This design comes from an exercise in tuning for small area and a short achievable clock period on the open sky130 flow, not from production work.
The RTL was checked by simulation tests, not by an equivalence proof against the original design.

===== flow/design.v =====
module sm_req (
    input  logic [31:0] req_hi,
    input  logic [31:0] req_lo,
    output logic        req_bad
);
    logic signed [31:0] s_rhi, s_rlo;
    assign s_rhi   = req_hi;
    assign s_rlo   = req_lo;
    assign req_bad = s_rlo > s_rhi;
endmodule
module sm_in (
    input  logic [127:0] u,
    input  logic [31:0]  cur_hi,
    input  logic [31:0]  cur_lo,
    output logic [3:0]   gt,
    output logic [3:0]   lt
);
    logic signed [31:0] s_hi, s_lo;
    assign s_hi  = cur_hi;
    assign s_lo  = cur_lo;
    for (genvar k = 0; k < 4; k++) begin : g_ch
        logic signed [31:0] uk;
        assign uk    = u[k*32 +: 32];
        assign gt[k] = uk > s_hi;
        assign lt[k] = uk < s_lo;
    end
endmodule
module sm_stage2 (
    input  logic [31:0] uk,         
    input  logic [31:0] hi,         
    input  logic [31:0] lo,
    input  logic        gt,         
    input  logic        lt,         
    input  logic [31:0] prev_raw,   
    input  logic        sel_hi,     
    input  logic        sel_lo,     
    input  logic [31:0] ld_hi,      
    input  logic [31:0] ld_lo,
    input  logic        en,         
    input  logic [31:0] rq_hi,      
    input  logic [31:0] rq_lo,
    output logic [31:0] out,        
    output logic [32:0] dz,         
    output logic        ract,       
    output logic [31:0] prev_nxt,   
    output logic        over_hi,    
    output logic        under_lo    
);
    logic [31:0]        prev, tgt;
    logic signed [31:0] s_nxt, s_rhi, s_rlo;
    logic signed [32:0] delta;
    logic               up, dn;
    assign prev  = sel_hi ? ld_hi : (sel_lo ? ld_lo : prev_raw);
    assign tgt   = gt ? hi : (lt ? lo : uk);
    assign delta = {tgt[31], tgt} - {prev[31], prev};
    assign up    = !delta[32] && ((|delta[31:4]) || (delta[3] && (|delta[2:0])));
    assign dn    = delta[32] && !(&delta[31:3]);
    assign out   = up ? prev + 32'd8 : (dn ? prev - 32'd8 : tgt);
    assign dz    = {uk[31], uk} - {out[31], out};
    assign ract  = up | dn;
    assign prev_nxt = en ? out : prev;
    assign s_nxt    = prev_nxt;
    assign s_rhi    = rq_hi;
    assign s_rlo    = rq_lo;
    assign over_hi  = s_nxt > s_rhi;
    assign under_lo = s_nxt < s_rlo;
endmodule
module saturation_multi (
    input  logic          clock,
    input  logic          reset,
    input  logic          in_valid,
    input  logic [127:0]  u,
    input  logic          lim_load,
    input  logic [31:0]   lim_upper,
    input  logic [31:0]   lim_lower,
    input  logic          cnt_clear,
    output logic          out_valid,
    output logic [127:0]  u_sat,
    output logic [131:0]  u_dz,
    output logic [3:0]    sat_hi,
    output logic [3:0]    sat_lo,
    output logic [63:0]   sat_cnt,
    output logic          lim_err,
    output logic [3:0]    rate_act
);
    logic          v1;
    logic [127:0]  u1;
    logic [3:0]    gt1, lt1;
    logic          ld_ok_d;             
    logic [31:0]   rq_hi, rq_lo;        
    logic [31:0]   lim_hi, lim_lo;      
    logic [31:0]   cur_hi, cur_lo;      
    logic          req_bad, ld_ok;
    logic [3:0]    gt_c, lt_c;
    assign cur_hi = ld_ok_d ? rq_hi : lim_hi;
    assign cur_lo = ld_ok_d ? rq_lo : lim_lo;
    sm_in u_in (.u(u), .cur_hi(cur_hi), .cur_lo(cur_lo), .gt(gt_c), .lt(lt_c));
    sm_req u_req (.req_hi(lim_upper), .req_lo(lim_lower), .req_bad(req_bad));
    assign ld_ok = lim_load && !req_bad;
    always_ff @(posedge clock) begin
        u1    <= u;
        gt1   <= gt_c;
        lt1   <= lt_c;
        rq_hi <= lim_upper;
        rq_lo <= lim_lower;
    end
    always_ff @(posedge clock or posedge reset) begin
        if (reset) begin
            v1        <= 1'b0;
            out_valid <= 1'b0;
            ld_ok_d   <= 1'b0;
            lim_hi    <= 32'd100;
            lim_lo    <= 32'd0;
            lim_err   <= 1'b0;
        end else begin
            v1        <= in_valid;
            out_valid <= v1;
            ld_ok_d   <= ld_ok;
            lim_hi    <= cur_hi;
            lim_lo    <= cur_lo;
            if (lim_load)
                lim_err <= req_bad;
        end
    end
    for (genvar k = 0; k < 4; k++) begin : g_ch
        logic [31:0] prev_raw, out, prev_nxt;
        logic [32:0] dz;
        logic        ract, sel_hi, sel_lo, over_hi, under_lo;
        logic [15:0] cnt;
        sm_stage2 u_s2 (
            .uk(u1[k*32 +: 32]), .hi(lim_hi), .lo(lim_lo),
            .gt(gt1[k]), .lt(lt1[k]),
            .prev_raw(prev_raw),
            .sel_hi(sel_hi), .sel_lo(sel_lo),
            .ld_hi(rq_hi), .ld_lo(rq_lo), .en(v1),
            .rq_hi(lim_upper), .rq_lo(lim_lower),
            .out(out), .dz(dz), .ract(ract),
            .prev_nxt(prev_nxt), .over_hi(over_hi), .under_lo(under_lo)
        );
        always_ff @(posedge clock or posedge reset) begin
            if (reset) begin
                sel_hi <= 1'b0;
                sel_lo <= 1'b0;
            end else begin
                sel_hi <= ld_ok && over_hi;
                sel_lo <= ld_ok && under_lo;
            end
        end
        always_ff @(posedge clock or posedge reset) begin
            if (reset) begin
                prev_raw <= '0;
            end else begin
                prev_raw <= prev_nxt;
            end
        end
        always_ff @(posedge clock or posedge reset) begin
            if (reset) begin
                u_sat[k*32 +: 32] <= '0;
                u_dz[k*33 +: 33]  <= '0;
                sat_hi[k]         <= 1'b0;
                sat_lo[k]         <= 1'b0;
                rate_act[k]       <= 1'b0;
            end else if (v1) begin
                u_sat[k*32 +: 32] <= out;
                u_dz[k*33 +: 33]  <= dz;
                sat_hi[k]         <= gt1[k];
                sat_lo[k]         <= lt1[k];
                rate_act[k]       <= ract;
            end
        end
        always_ff @(posedge clock or posedge reset) begin
            if (reset) begin
                cnt <= '0;
            end else if (cnt_clear) begin
                cnt <= '0;
            end else if (v1 && (gt1[k] || lt1[k]) && !(&cnt)) begin
                cnt <= cnt + 16'd1;
            end
        end
        assign sat_cnt[k*16 +: 16] = cnt;
    end
endmodule

===== flow/flow/run.sh =====
#!/bin/bash
set -euo pipefail
export FLOW_FLOW_DIR=$PWD/flow
{ head -n 1 synth_recipe.tcl; cat flow/abc_wrap.tcl; tail -n +2 synth_recipe.tcl; } > my_synth.tcl
ARGS=(SYNTH_SCRIPT=$PWD/my_synth.tcl ADDER_MAP_FILE= SYNTH_OPERATIONS_ARGS=-booth
      "BUFFER_PORTS_ARGS=-buffer_cell sky130_fd_sc_hd__buf_1"
      "CTS_ARGS=-sink_clustering_enable -repair_clock_nets -dont_use_dummy_load -buf_list {sky130_fd_sc_hd__clkbuf_4 sky130_fd_sc_hd__clkbuf_8}")
bash standard.sh "${ARGS[@]}" SETUP_SLACK_MARGIN=11.75 cts > standard_cts.log 2>&1
bash standard.sh "${ARGS[@]}" SETUP_SLACK_MARGIN=11 finish > standard.log 2>&1

===== flow/flow/abc_core.script =====
strash
dch
map -D 3500
strash
dch
map -D 3500
topo
buffer
upsize -D 3500
dnsize -D 3500

===== flow/flow/abc_fast.script =====
strash
dch
map
topo
buffer
upsize
dnsize

===== flow/flow/abc_in.script =====
strash
dch
map -D 2500
strash
dch
map -D 2500
topo
buffer
upsize -D 2500
dnsize -D 2500

===== flow/flow/abc_wrap.tcl =====
# ABC in three passes, each to its own delay target: the limit-request
# check (module sm_req) for delay alone, the stage-1 sample compares
# (module sm_in) to a tight target, the rest of the design to a looser one.
proc abc {args} {
    set i [lsearch -exact $args -script]
    set dir $::env(FLOW_FLOW_DIR)
    yosys abc {*}[lreplace $args $i [expr {$i + 1}] -script $dir/abc_fast.script] sm_req
    yosys abc {*}[lreplace $args $i [expr {$i + 1}] -script $dir/abc_in.script] sm_in
    yosys abc {*}[lreplace $args $i [expr {$i + 1}] -script $dir/abc_core.script]
}

===== flow/standard.sh =====
#!/bin/bash
# synth_recipe.tcl (not shown) runs the flow's synth.tcl, then flattens the netlist and writes it again
# the make line also repeats each setting of config.mk as NAME=value (left out here)
make -C /OpenROAD-flow-scripts/flow DESIGN_CONFIG=/design/flow/config.mk WORK_HOME=/design/flow/orfs CLKGATE_MAP_FILE= SYNTH_SCRIPT=/design/flow/synth_recipe.tcl "${@:-finish}"

===== flow/config.mk =====
export PLATFORM = sky130hd
export DESIGN_NAME = saturation_multi
export DESIGN_NICKNAME = saturation_multi
export VERILOG_FILES = /design/flow/design.v
export SDC_FILE = /design/flow/constraint.sdc
export NUM_CORES = 4
export LEC_CHECK = 0
export CAP_MARGIN = 20
export CORE_MARGIN = 2
export CORE_UTILIZATION = 55
export CTS_BUF_LIST = sky130_fd_sc_hd__clkbuf_4 sky130_fd_sc_hd__clkbuf_8
export SLEW_MARGIN = 20
export SYNTH_HIERARCHICAL = 1

===== flow/constraint.sdc =====
create_clock -name core_clock -period 18.0 [get_ports {clock}]
set_input_delay 3.6000 -clock core_clock [delete_from_list [all_inputs] [get_ports {clock}]]
set_output_delay 3.6000 -clock core_clock [all_outputs]
set_load 0.01 [all_outputs]

==> results_dict.tcl, run 1 <==
set metrics [dict create \
    clk_path_buf_depth 3 \
    cts.sinks 740 \
    finalCritPeriodShare_pct 37.9 \
    ioPinCount 535 \
    first_pass_iters 14 \
    start_util_pct 55.3 \
    grt_usage_pct 53.9 \
    postCtsHoldBufs 0 \
    slew_violations 0 \
    cp_max_fo 30 \
    worst-path-buf-inv 4 \
    hpwl_um 227000 \
    syn_area_sq_um 60100 \
    synthCells 9139 \
    critical_path.top_delay_family "compound AO/OA/AOI/OAI gates" \
    placed_area_sq_um 63200 \
    first_global_vias 64197 \
    synth_async_sr_flop_share_pct 73.0 \
    hold_slack_ns 0.466 \
    cap_violations 0 \
    synth.avg_cell_area_sq_um 6.58 \
    fin_tns_setup_ns 0 \
    nets 9912 \
    max_slew_margin_pct 12.4 \
    drc 0 \
    avgViaCountPerCell 6.46 \
    wl_per_cell_um 27.8 \
    chipHeight_um 335 \
    hold_viol 0 \
    vias 72229 \
    design_area_sq_um 66300 \
    wl_um 311000 \
    seq_area_frac_synth_pct 29.1 \
    netlist_top_cells_area "dfrtp_1 22%, nand2_1 15%, inv_1 7.1%" \
    gp_congestion 1.13 \
    cts-root-buf "clkbuf_8" \
    grt_antenna_before_repair 50 \
    yosys.area_share.simple_pct 32.3 \
    yosysWarnings 7 \
    synthAdderAreaFrac_pct 0.133 \
    coreArea_sq_um 109000 \
    syn2layout_area_growth_pct 10.3 \
    synth_top_flop_cell "dfrtp_1" \
    grt_max_degree 139 \
    fillers 10289 \
    synth_top_cells_by_count "2,403 x nand2_1, 1,140 x inv_1, 991 x nor2_1" \
    num_rows 121 \
    cts_tree "built" \
    cts_buffers 135 \
    htreeDepth 4 \
    synth-seq-cells 740 \
    grt_first_pass_wirelength_um 436000 \
    end_kind "flop" \
    synth_xor_area_share_pct 3.02 \
    worst_ep_required_time_ns 18.73 \
    max_clock_freq_mhz 147 \
    final.min_clock_period_ns 6.82 \
    ff_latch_area_sq_um 17600 \
    skew_ns 0.0778 \
    rsz0062_at_grt "true" \
    ant_nets 0 \
    drive_gt1_share_pct 10.7 \
    io_buffers 534 \
    critPathKind "flop to flop" \
    multiInputGateArea_sq_um 36700 \
    start_kind "flop" \
    synth.top_cell.area_share_pct 22.4 \
    synth_area_leader_cell "dfrtp_1" \
    slowest_stage "dfrtp_1" \
    ys_types 87 \
    dieArea_sq_um 112000 \
    synth-compound-area-share_pct 23.8 \
    worstMarginPinSlew_ns 1.31 \
    gr-total-overflow 0 \
    fp.dieW_um 335 \
    crit_top_cell "nand2_1" \
    syn_nets 9336 \
    finalSetupViolations 0 \
    yosysMostFrequentCell "nand2_1" \
    cts.clk_slew.worst_paths_ns 0.06 \
    status "no timing/DRC/antenna violations" \
    synth_top_family_by_area "simple AND/OR/NAND/NOR gates" \
    max_stage_delay_ns 1.20 \
    crit_arrival_ns 7.55 \
    hold_class "flop to flop" \
    synth_mux_area_share_pct 1.20 \
    synth-edff-count 0 \
    drtIter0Drc 10298 \
    clkLatencyLatePin_ns 0.90 \
]
==> registers in the layout (all words and copies together), names as in the netlist, 32 cells and up <==
signal and flops:
g_ch.cnt 64, g_ch.prev_raw 128, lim_hi 32, lim_lo 32
rq_hi 32, rq_lo 32, u1 128, u_dz 132
u_sat 128
==> cell type report <==
class,count,share of cell area [%]
multi-input combinational,6898,55.4
antenna,52,0.196
tap,1414,2.67
clock buffer,135,2.80
timing repair inverter,2,0.0264
sequential,740,26.6
timing repair buffer,690,5.04
inverter,1248,7.28
==> timing repair <==
action                                  4_1_cts  5_1_grt
cloned                                        4        0
pin swaps                                    26        1
endpoints found under the setup margin      199        6
buffers inserted                             42        0
gates resized for setup                     245       18
==> cells in the final DEF, fill, tap and decap left out, types with 133 or more instances in the layout <==
| master | netlist | layout |
|---|---|---|
| nand2_1 | 2403 | 2394 |
| o211ai_1 | 209 | 209 |
| nor2_1 | 991 | 985 |
| a21oi_1 | 434 | 430 |
| inv_1 | 1140 | 1138 |
| o21ai_1 | 186 | 193 |
| clkbuf_8 | 0 | 135 |
| buf_4 | 16 | 133 |
| nand3_1 | 380 | 378 |
| dfxtp_1 | 200 | 169 |
| buf_1 | 4 | 533 |
| nand4_1 | 158 | 158 |
| dfrtp_1 | 537 | 500 |
| o21ai_0 | 493 | 463 |
| o22ai_1 | 208 | 208 |
==> Yosys stat by module, one instance, submodules excluded <==
| module | flops+latches | area, sq um |
|---|---|---|
| sm_stage2 | 0 | 8010 |
| sm_req | 0 | 860 |
| sm_in | 0 | 4210 |
| saturation_multi | 740 | 23000 |
==> routing by layer <==
layer  up-vias  track usage, %  routed length [um]
li1      31712               -                   -
met3      1550            24.0               50000
met1     33143            64.4              109000
met4        30            47.0               35000
met5         -            2.13                 439
met2      5794            72.5              117000
==> metrics by stage <==
stage | cells | setup WS [ns] | utilization, %
floorplan | 9139 | 7.06 | -
global placement | 10944 | 10.01 | 58.1
detailed placement | 10944 | 10.00 | 58.1
CTS | 11125 | 11.73 | 60.8
global route | 11142 | 10.95 | 60.9
finish | 11179 | 11.18 | 61.0
==> worst paths after layout <==
| kind | start | depth (start not counted) | slack [ns] | to |
|---|---|---|---|---|
| max | lim_lo[20]$_DFF_PP0_ | 29 | 11.18 | g_ch[0].sel_lo$_DFF_PP0_ |
| min | u_sat[44]$_DFFE_PP0P_ | 2 | 0.47 | u_sat[44]$_DFFE_PP0P_ |
| max reg2reg | lim_lo[20]$_DFF_PP0_ | 29 | 11.18 | g_ch[0].sel_lo$_DFF_PP0_ |
| min reg2reg | u_sat[44]$_DFFE_PP0P_ | 2 | 0.47 | u_sat[44]$_DFFE_PP0P_ |
| max in group asynchronous | reset | 5 | 12.35 | u_dz[115]$_DFFE_PP0P_ |
| min in group asynchronous | reset | 2 | 2.78 | out_valid$_DFF_PP0_ |
==> worst min-delay path, stage by stage, from the launching register on <==
cell and delay [ns]:
dfrtp_1 0.33, nand2_1 0.06, nand2_1 0.05
==> cells by family (layout without fill, tap and decap cells) <==
logic type | after synthesis | count (layout)
DFF | 740 | 740
adders and majority gates | 8 | 8
AOI/OAI and AO/OA | 2166 | 2166
buffers and inverters | 1503 | 2075
xor gates and xnor gates | 207 | 207
muxes | 64 | 64
and+or+nand+nor | 4451 | 4453
other | 0 | 52
==> inputs of run 2 (changes only) <==
==> flow/flow/abc_core.script (replaced) <==
strash
dch
map -D 4000
strash
dch
map -D 4000
topo
buffer
upsize -D 4000
dnsize -D 4000
==> run 2 against run 1 <==
Still clean. Non-clock buffer count rose by 247. Final cell count fell by 0.29%. Clock-buffer cell count did not move. Flip-flop and latch count did not move. Sequential share of layout area fell by 0.94 points. Fmax fell by 1.0%. Synthesized cell count fell by 2.8%.
==> results_dict.tcl, run 2 <==
set metrics [dict create \
    status "no timing/DRC/antenna violations" \
    hpwl_um 201000 \
    hold_slack_ns 0.465 \
    synth.top_cell.area_share_pct 23.5 \
    wl_um 269000 \
    hold_viol 0 \
    end_kind "flop" \
    cts_tree "built" \
    start_util_pct 55.4 \
    avgViaCountPerCell 6.20 \
    seq_area_frac_synth_pct 30.6 \
    reg2reg_slack_ns 11.11 \
    cts.sinks 740 \
    grt_max_degree 120 \
    final_common_cell "nand2_1" \
    slowest_stage "a2111oi_2" \
    synth_top_cells_by_count "2,403 x nand2_1, 1,196 x inv_1, 1,103 x nor2_1" \
    wl_per_cell_um 24.1 \
    grt_antenna_before_repair 37 \
    max_stage_delay_ns 0.44 \
    ioPinCount 535 \
    coreArea_sq_um 103000 \
    clk_path_buf_depth 3 \
    skew_ns 0.0955 \
    grt_first_pass_wirelength_um 389000 \
    synth-edff-count 0 \
    hold_class "flop to flop" \
    synth_area_leader_cell "dfrtp_1" \
    chipHeight_um 327 \
    rsz0062_at_grt "false" \
    synth_top_flop_cell "dfrtp_1" \
    syn_nets 9084 \
    slew_violations 0 \
    ys_types 90 \
    vias 69162 \
    met3_usage_pct 16.6 \
    start_kind "flop" \
    final.min_clock_period_ns 6.89 \
    cap_violations 0 \
    cp_max_fo 6 \
    syn_area_sq_um 57300 \
    drc 0 \
    syn2layout_area_growth_pct 19.3 \
    synthCells 8887 \
    first_global_vias 63355 \
    largest_reg_flops 132 \
    max_slew_margin_pct 16.4 \
    finalSetupViolations 0 \
    final_cell_mix "2,334 x nand2_1, 1,183 x inv_1, 1,010 x nor2_1" \
    ant_nets 0 \
    synth_async_sr_flop_share_pct 73.0 \
    gr-total-overflow 0 \
    grt_use_met1_pct 62.4 \
    io_buffers 534 \
    grt.met2_usage_pct 69.2 \
    worstMarginPinSlew_ns 1.24 \
    postCtsHoldBufs 0 \
    drtIter0Drc 9365 \
    fin_tns_setup_ns 0 \
    crit_top_cell "buf_4" \
    cts.clk_slew.worst_paths_ns 0.06 \
    crit_arrival_ns 7.61 \
    max_clock_freq_mhz 145 \
    grt-busiest-layer "met2" \
    critPathKind "flop to flop" \
    drive_gt1_share_pct 14.3 \
    synth-seq-cells 740 \
    worst_ep_required_time_ns 18.72 \
    num_rows 118 \
    cts-root-buf "clkbuf_8" \
    fp.dieW_um 327 \
    finalCritPeriodShare_pct 38.3 \
    gp_congestion 1.12 \
    top_register "u_dz" \
    nets 9936 \
    clkLatencyLatePin_ns 0.89 \
    first_pass_iters 10 \
    htreeDepth 4 \
    yosysWarnings 7 \
    grt_usage_pct 48.5 \
    netlist_top_cells_area "dfrtp_1 23%, nand2_1 16%, inv_1 7.8%" \
    dieArea_sq_um 107000 \
    yosysMostFrequentCell "nand2_1" \
    cts_buffers 135 \
    synth.avg_cell_area_sq_um 6.45 \
]
run 2: per-stage QoR:
| step | utilization, % | instances | instance area [sq um] | setup slack [ns] |
|---|---|---|---|---|
| 4_1_cts | 65.4 | 11081 | 67700 | 11.48 |
| 3_5_place_dp | 58.4 | 10653 | 60400 | 9.58 |
| 5_1_grt | 66.1 | 11141 | 68400 | 10.96 |
| 6_report | 66.1 | 11147 | 68400 | 11.11 |
| 2_1_floorplan | - | 8887 | 57300 | 7.06 |
| 3_3_place_gp | 58.4 | 10652 | 60400 | 9.55 |
run 2: path summary, 6_finish.rpt:
kind                                           from                         end  cells after the start
min in group asynchronous                     reset  g_ch[2].cnt[3]$_DFFE_PP0P_                      2
max in group asynchronous                     reset       u_sat[26]$_DFFE_PP0P_                      5
hold / removal                u_sat[49]$_DFFE_PP0P_       u_sat[49]$_DFFE_PP0P_                      2
hold reg to reg               u_sat[49]$_DFFE_PP0P_       u_sat[49]$_DFFE_PP0P_                      2
setup reg to reg           g_ch[1].sel_hi$_DFF_PP0_    g_ch[1].sel_lo$_DFF_PP0_                     43
setup / recovery           g_ch[1].sel_hi$_DFF_PP0_    g_ch[1].sel_lo$_DFF_PP0_                     43
run 2: area by class of cell:
| cell class | count | area (sq um) |
|---|---|---|
| diodes | 30 | 75.1 |
| clock buffers | 135 | 1860 |
| fillers | 9403 | 35100 |
| inverters | 1272 | 4960 |
| multi-input cells | 6651 | 36000 |
| flip-flops and latches | 740 | 17500 |
| well taps | 1380 | 1730 |
| repair buffers | 937 | 6190 |
| repair inverters | 2 | 17.5 |
run 2: worst max-delay path: cells and delay by family, from the launching register on:
kind / cells / cell delay [ns]
buf+inv: 20 / 2.46
simple gates: 15 / 2.10
compound gates: 8 / 1.77
flops: 1 / 0.42
run 2: logic make-up (layout without fill, tap and decap cells):
logic type / Yosys count / in the layout / share of synthesized area [%]
mux: 64 / 64 / 1.26
other cells: 0 / 30 / 0
buf+inv: 1503 / 2346 / 10.5
compound gates: 1950 / 1950 / 21.7
xor+xnor: 223 / 223 / 3.41
fa+ha+maj: 8 / 8 / 0.140
simple gates: 4399 / 4406 / 32.4
flops: 740 / 740 / 30.6
run 2: per-layer routing:
metal	vias up	part of all wire, %
li1	31102	-
met3	1143	15
met2	4887	40
met1	32016	37
met4	14	7.9
met5	-	0.050
run 2: what timing repair did:
action,4_1_cts,5_1_grt
setup endpoints to repair,358,36
buffers inserted,263,34
cloned,30,0
resized for setup,661,105
pin swaps,181,59
run 2: modules after synthesis (local to each module, per instance):
module | cells | flops+latches
saturation_multi | 2014 | 740
sm_stage2 | 1470 | 0
sm_in | 822 | 0
sm_req | 171 | 0

[static timing again, ports no longer ideal]
How much do the figures lean on ideal ports? The routed layouts below were timed once more, with nothing changed but the port constraints. Step 1 sets driving cells, clkbuf_16 on the clock port and buf_2 on the other inputs (assumed; they add their load-dependent delay and slew). Step 2 times the ports against the registers' clock, not the clock port: input delays grow and output delays shrink by t, the midpoint of the rising clock arrivals with the driver on. Slacks: no drivers / after step 1 / after step 2; pairs: no drivers / after step 1.
| run | shift t [ns] | slack for setup (ns) | worst data-port slew with drivers (ns) | pins driven straight from the clock port |
|---|---|---|---|---|
| run 1 | 0.941 | 11.179 / 11.179 / 10.631 | 0.13 | 1 |
| run 2 | 0.934 | 11.110 / 11.110 / 10.496 | 0.17 | 1 |
After both steps every run listed still meets setup and hold. The setup slack of run 2, which loses most, moves by 0.000 ns with the drivers and by -0.614 ns with both steps.
